Source: an optimization exercise on an open RTL-to-GDS flow (aim: small area, a short achievable clock period and few clock cycles per item). Production flows keep margins and buffers that such runs may drop. The RTL was checked by simulation tests, not by an equivalence proof against the original design. Power and IR drop assume default switching activity.

Design goertzel_multi, start of the top module:
module goertzel_multi #(
  parameter int NUM_BINS     = 4,
  parameter int LOG2_SAMPLES = 9,
  parameter int D_W          = 16,
  parameter int S_W          = 8,
  parameter int FRAC         = 14
) (
  input  logic                    dsp_clk,
  input  logic                    rst_n,
  input  logic                    start,
  input  logic                    coef_wr,
  input  logic [2:0]              coef_idx,
  input  logic [D_W-1:0]          coef_val,
  output logic [LOG2_SAMPLES-1:0] sample_address,
  input  logic [S_W-1:0]          sample_data_in,
  output logic                    busy,
  output logic                    mag_valid,
  input  logic                    mag_ready,
  output logic [2:0]              mag_bin,
  output logic [D_W-1:0]          mag_data,
  output logic                    frame_done
);
Size: ~4000 cells after synthesis, ~520 flip-flops, roughly 63 I/O pins, about 0.034 mm² of cells after synthesis.
==> flow/config.mk <==
export PLATFORM = sky130hd
export DESIGN_NAME = goertzel_multi
export DESIGN_NICKNAME = goertzel_multi
export VERILOG_FILES = /design/flow/design.v
export SDC_FILE = /design/flow/constraint.sdc
export NUM_CORES = 4
export LEC_CHECK = 0
export ABC_AREA = 1
export CAP_MARGIN = 20
export CORE_MARGIN = 2
export CORE_UTILIZATION = 60
export SLEW_MARGIN = 20
==> flow/constraint.sdc <==
create_clock -name core_clock -period 13.0 [get_ports {dsp_clk}]
set_input_delay 2.6000 -clock core_clock [delete_from_list [all_inputs] [get_ports {dsp_clk}]]
set_output_delay 2.6000 -clock core_clock [all_outputs]
set_load 0.01 [all_outputs]
standard.sh (not shown) runs the stock make flow with config.mk's settings and CLKGATE_MAP_FILE= SYNTH_SCRIPT=/design/flow/synth_recipe.tcl, a recipe that flattens the netlist after the stock synthesis.
==> flow/flow/run.sh <==
#!/bin/bash
# The standard layout (standard.sh: the standard flow's synthesis and ORFS flow), with two changes to how
# the layout is made: the port buffers are buf_4 cells instead of the delay-type buffer the
# default choice picks, and timing repair aims 9.5 ns above the 13 ns constraint so that it also
# works on paths that already meet it. make's full output goes to standard_make.log here.
set -euo pipefail
bash standard.sh "BUFFER_PORTS_ARGS=-buffer_cell sky130_fd_sc_hd__buf_4" SETUP_SLACK_MARGIN=9.5 finish > standard_make.log 2>&1
Testbench counts at the start, summed over its fixed seeds: cycles 24,912, frames 24.
Rerun with:
==> flow/flow/run.sh (replaced) <==
#!/bin/bash
# The standard layout (standard.sh: the standard flow's synthesis and ORFS flow), with two changes to how
# the layout is made: the port buffers are buf_4 cells instead of the delay-type buffer the
# default choice picks, and timing repair aims 9 ns above the 13 ns constraint so that it also
# works on paths that already meet it. make's full output goes to standard_make.log here.
set -euo pipefail
bash standard.sh "BUFFER_PORTS_ARGS=-buffer_cell sky130_fd_sc_hd__buf_4" SETUP_SLACK_MARGIN=9 finish > standard_make.log 2>&1
The changed run finished clean.
Worst setup slack got worse by 0.17 ns.
Global-route usage goes down by 0.58 points.
Count of clock-buffer cells in the layout rose by 4.
Design area goes down by 6.2%.
Via count falls by about 2.3%.
Non-clock buffer count went down by 160.
Routed wire length falls by about 2.7%.
Die area is unchanged.
Clock skew rose by 0.011 ns.
Register-to-register slack loses 0.11 ns.
Combinational power went down by about 9%.


goertzel_multi, a different RTL version from the one above (not shown whole).
Size in the first run: about 63 I/O pins, roughly 0.034 mm² of cells after synthesis.
clock: 13.0 ns
lec_check: 0
abc_area: 1
cap_margin: 20
core_margin: 2
core_utilization: 60
slew_margin: 20
==> flow/flow/run.sh <==
#!/bin/bash
# The standard layout (standard.sh: the standard flow's synthesis and ORFS flow), with two changes to how
# the layout is made: the port buffers are buf_4 cells instead of the delay-type buffer the
# default choice picks, and timing repair aims 9 ns above the 13 ns constraint so that it also
# works on paths that already meet it. make's full output goes to standard_make.log here.
set -euo pipefail
bash standard.sh "BUFFER_PORTS_ARGS=-buffer_cell sky130_fd_sc_hd__buf_4" SETUP_SLACK_MARGIN=9 finish > standard_make.log 2>&1
Testbench counts at the start, summed over its fixed seeds: cycles 24,912, frames 24.
Next try:
--- a/flow/flow/run.sh
+++ b/flow/flow/run.sh
@@ -4 +4 @@
-# default choice picks, and timing repair aims 9 ns above the 13 ns constraint so that it also
+# default choice picks, and timing repair aims 8.5 ns above the 13 ns constraint so that it also
@@ -7 +7 @@
-bash standard.sh "BUFFER_PORTS_ARGS=-buffer_cell sky130_fd_sc_hd__buf_4" SETUP_SLACK_MARGIN=9 finish > standard_make.log 2>&1
+bash standard.sh "BUFFER_PORTS_ARGS=-buffer_cell sky130_fd_sc_hd__buf_4" SETUP_SLACK_MARGIN=8.5 finish > standard_make.log 2>&1
Result: Routed wire length is about the same. Register-to-register slack got worse by 0.39 ns. Power falls by 1.4%. Worst setup slack loses 0.39 ns. Global-route usage goes up by 0.48 points. Non-clock buffer count went down by 26.
Next try:
--- a/flow/flow/run.sh
+++ b/flow/flow/run.sh
@@ -4 +4 @@
-# default choice picks, and timing repair aims 8.5 ns above the 13 ns constraint so that it also
+# default choice picks, and timing repair aims 9 ns above the 13 ns constraint so that it also
@@ -7 +7 @@
-bash standard.sh "BUFFER_PORTS_ARGS=-buffer_cell sky130_fd_sc_hd__buf_4" SETUP_SLACK_MARGIN=8.5 finish > standard_make.log 2>&1
+bash standard.sh "BUFFER_PORTS_ARGS=-buffer_cell sky130_fd_sc_hd__buf_4" SETUP_SLACK_MARGIN=9 finish > standard_make.log 2>&1
CAP_MARGIN = 5   (was 20)
SLEW_MARGIN = 5   (was 20)
Result:
- clock power barely changes
- via count stays flat
- maximum frequency came out higher by 9.9%
- register-to-register slack gains 0.40 ns
- total power goes up by 1.5%
- routed wire length stays flat
- setup slack improves by 0.39 ns
- die area does not change
- non-clock buffer count went up by 26
- utilization rose by 0.81 points


Setup of P:
Another version of the RTL of goertzel_multi (not shown whole).
Size: roughly 540 flip-flops, about 63 I/O pins, about 35000 um^2 of cells after synthesis.
export LEC_CHECK = 0
export ABC_AREA = 1
export CAP_MARGIN = 20
export CORE_MARGIN = 2
export CORE_UTILIZATION = 40
export SLEW_MARGIN = 20
create_clock -name core_clock -period 13.0 [get_ports {dsp_clk}]
run.sh (not shown) runs the stock make flow with config.mk's settings and CLKGATE_MAP_FILE= SYNTH_SCRIPT=/design/flow/synth_recipe.tcl, a recipe that flattens the netlist after the stock synthesis.
Stock flow here: none of the scripts above is used.
Testbench counts of P, summed over its fixed seeds: cycles 24,912, frames 24.
[inputs] Q vs P
==> flow/flow/run.sh (new file) <==
#!/bin/bash
# The standard layout (standard.sh: the standard flow's synthesis and ORFS flow), with two changes to how
# the layout is made: the port buffers are buf_4 cells instead of the delay-type buffer the
# default choice picks, and timing repair aims 9 ns above the 13 ns constraint so that it also
# works on paths that already meet it. make's full output goes to standard_make.log here.
set -euo pipefail
bash standard.sh "BUFFER_PORTS_ARGS=-buffer_cell sky130_fd_sc_hd__buf_4" SETUP_SLACK_MARGIN=9 finish > standard_make.log 2>&1
==> flow/standard.sh (new file) <==
#!/bin/bash
# synth_recipe.tcl (not shown) runs the flow's synth.tcl, then flattens the netlist and writes it again
# the make line also repeats each setting of config.mk as NAME=value (left out here)
make -C /OpenROAD-flow-scripts/flow DESIGN_CONFIG=/design/flow/config.mk WORK_HOME=/design/flow/orfs CLKGATE_MAP_FILE= SYNTH_SCRIPT=/design/flow/synth_recipe.tcl "${@:-finish}"
removed: flow/run.sh
[summary]
- Q completed end to end with timing, DRC and antenna clean.
- P → Q: share of total power in combinational logic lost 0.6 points; routed length on met3 dropped 620 um; fraction of synthesized cell area in xor and xnor cells now sits at about the same level.


Setup of main:
goertzel_multi, a different RTL version from the one above (not shown whole).
Size: about 3900 cells after synthesis, roughly 63 I/O pins, about 35000 um2 of cells after synthesis.
==> flow/config.mk <==
export PLATFORM = sky130hd
export DESIGN_NAME = goertzel_multi
export DESIGN_NICKNAME = goertzel_multi
export VERILOG_FILES = /design/flow/design.v
export SDC_FILE = /design/flow/constraint.sdc
export NUM_CORES = 4
export LEC_CHECK = 0
export ABC_AREA = 1
export CAP_MARGIN = 20
export CORE_MARGIN = 2
export CORE_UTILIZATION = 60
export CTS_BUF_LIST = sky130_fd_sc_hd__clkbuf_4 sky130_fd_sc_hd__clkbuf_8
export SLEW_MARGIN = 20
==> flow/constraint.sdc <==
create_clock -name core_clock -period 13.0 [get_ports {dsp_clk}]
set_input_delay 2.6000 -clock core_clock [delete_from_list [all_inputs] [get_ports {dsp_clk}]]
set_output_delay 2.6000 -clock core_clock [all_outputs]
set_load 0.01 [all_outputs]
standard.sh (not shown) runs the stock make flow with config.mk's settings and CLKGATE_MAP_FILE= SYNTH_SCRIPT=/design/flow/synth_recipe.tcl, a recipe that flattens the netlist after the stock synthesis.
==> flow/flow/run.sh <==
#!/bin/bash
# The standard layout (standard.sh: the standard flow's synthesis and ORFS flow), with two changes to how
# the layout is made: the port buffers are buf_4 cells instead of the delay-type buffer the
# default choice picks, and timing repair aims 9 ns above the 13 ns constraint so that it also
# works on paths that already meet it. make's full output goes to standard_make.log here.
set -euo pipefail
bash standard.sh "BUFFER_PORTS_ARGS=-buffer_cell sky130_fd_sc_hd__buf_4" SETUP_SLACK_MARGIN=9 finish > standard_make.log 2>&1
In summary, main completed successfully, with a layout that passed the timing, design-rule and antenna checks.
Testbench counts of main, summed over its fixed seeds: cycles 24,912, frames 24.
--- input diff main..the feature branch ---
- CTS_BUF_LIST: sky130_fd_sc_hd__clkbuf_4 sky130_fd_sc_hd__clkbuf_8 -> unset
--- outcome ---
- The feature branch vs main, fmax went up by 2.0%.
- Taking main as the reference, in the feature branch worst hold path cell count level; switching power of the nets about even.
- Setup slack in the feature branch is larger than in main.
- From main to the feature branch the numbers moved as follows: xor/xnor cell area share of the yosys netlist level, design area was more or less identical, tightest hold margin shows no meaningful change.


## zinc
goertzel_multi, a different RTL version from the one above (not shown whole).
Size: about 4300 cells after synthesis, roughly 520 flip-flops, roughly 63 I/O pins, roughly 36000 sq um of cells after synthesis.
clock: 13.0 ns
lec_check: 0
abc_area: 1
cap_margin: 20
core_margin: 2
core_utilization: 40
slew_margin: 20
run.sh (not shown) runs the stock make flow with config.mk's settings and CLKGATE_MAP_FILE= SYNTH_SCRIPT=/design/flow/synth_recipe.tcl, a recipe that flattens the netlist after the stock synthesis.
Stock flow here: none of the scripts above is used.
zinc finished every step from synthesis to the final layout, and the layout passed the timing, design-rule and antenna checks.
Testbench counts of zinc, summed over its fixed seeds: cycles 24,912, frames 24.
Changes in fjord relative to zinc:
-- flow/config.mk --
<<< zinc, line 11
export CORE_UTILIZATION = 40
>>> fjord, line 11
export CORE_UTILIZATION = 65
export PLACE_DENSITY = 0.75
Notes after the runs:
- fjord against zinc: first-pass GRT wire length -about 4%, non-clock buffer contribution to total cell area closely matched the old numbers, placer congestion estimate increased by 0.041 relative to the old numbers, routed wire length lower.
- fjord -> zinc: final clock period utilization by the worst path flat
- There was hardly any difference in total power draw between zinc and fjord.
- [compare] base=zinc new=fjord: relative contribution of combinational cells to total power increased by 0.7 points relative to the old numbers, final standard cell area without fillers down 690 sq um, number of enable flip-flop cells after synthesis held.
- Between fjord and zinc, final-layout clock buffer total is higher for fjord, zinc comes in under that.
- The critical path endpoint comes out busy in one run and cf[0][2]$_SDFFCE_PN0P_ in the other, namely in fjord and zinc respectively.

==> separate check: timing with driven ports <==
In the flow no input, the clock included, has a driving cell. The finished layouts below were timed again as built, in two steps. Step 1 sets driving cells, clkbuf_16 on the clock port and buf_2 on the other inputs (assumed; they add their load-dependent delay and slew). Step 2, shift: input delay + t, output delay - t, t = (earliest + latest rising clock arrival at the registers) / 2. This alone moves slack from input paths to output paths. Slacks: ideal ports / drivers / drivers and shift; pairs: ideal ports / drivers.
| run | t (ns) | setup WS [ns] | worst data-port slew with drivers (ns) | pins driven straight from the clock port |
|---|---|---|---|---|
| the first run of note 1 | 0.704 | 9.246 / 9.190 / 8.882 | 0.04 | 1 |
| the second run of note 1 | 0.699 | 9.079 / 9.011 / 8.491 | 0.04 | 1 |
| the first run of note 2 | 0.689 | 9.098 / 9.038 / 8.476 | 0.04 | 1 |
| the second run of note 2 | 0.685 | 8.712 / 8.712 / 8.120 | 0.04 | 1 |
| the third run of note 2 | 0.689 | 9.099 / 9.033 / 8.481 | 0.04 | 1 |
| P | 0.694 | 8.439 / 8.374 / 8.420 | 0.06 | 1 |
| Q | 0.704 | 8.992 / 8.925 / 8.879 | 0.06 | 1 |
| main | 0.749 | 9.008 / 8.948 / 8.332 | 0.04 | 1 |
| the feature branch | 0.707 | 9.085 / 9.022 / 8.495 | 0.04 | 1 |
| zinc | 0.693 | 8.207 / 8.251 / 7.558 | 0.07 | 1 |
| fjord | 0.693 | 8.192 / 8.129 / 7.671 | 0.04 | 1 |
After both steps setup and hold are still met in every run listed. For main, which loses most, drivers alone change the setup slack by -0.060 ns; drivers and shift together by -0.676 ns.
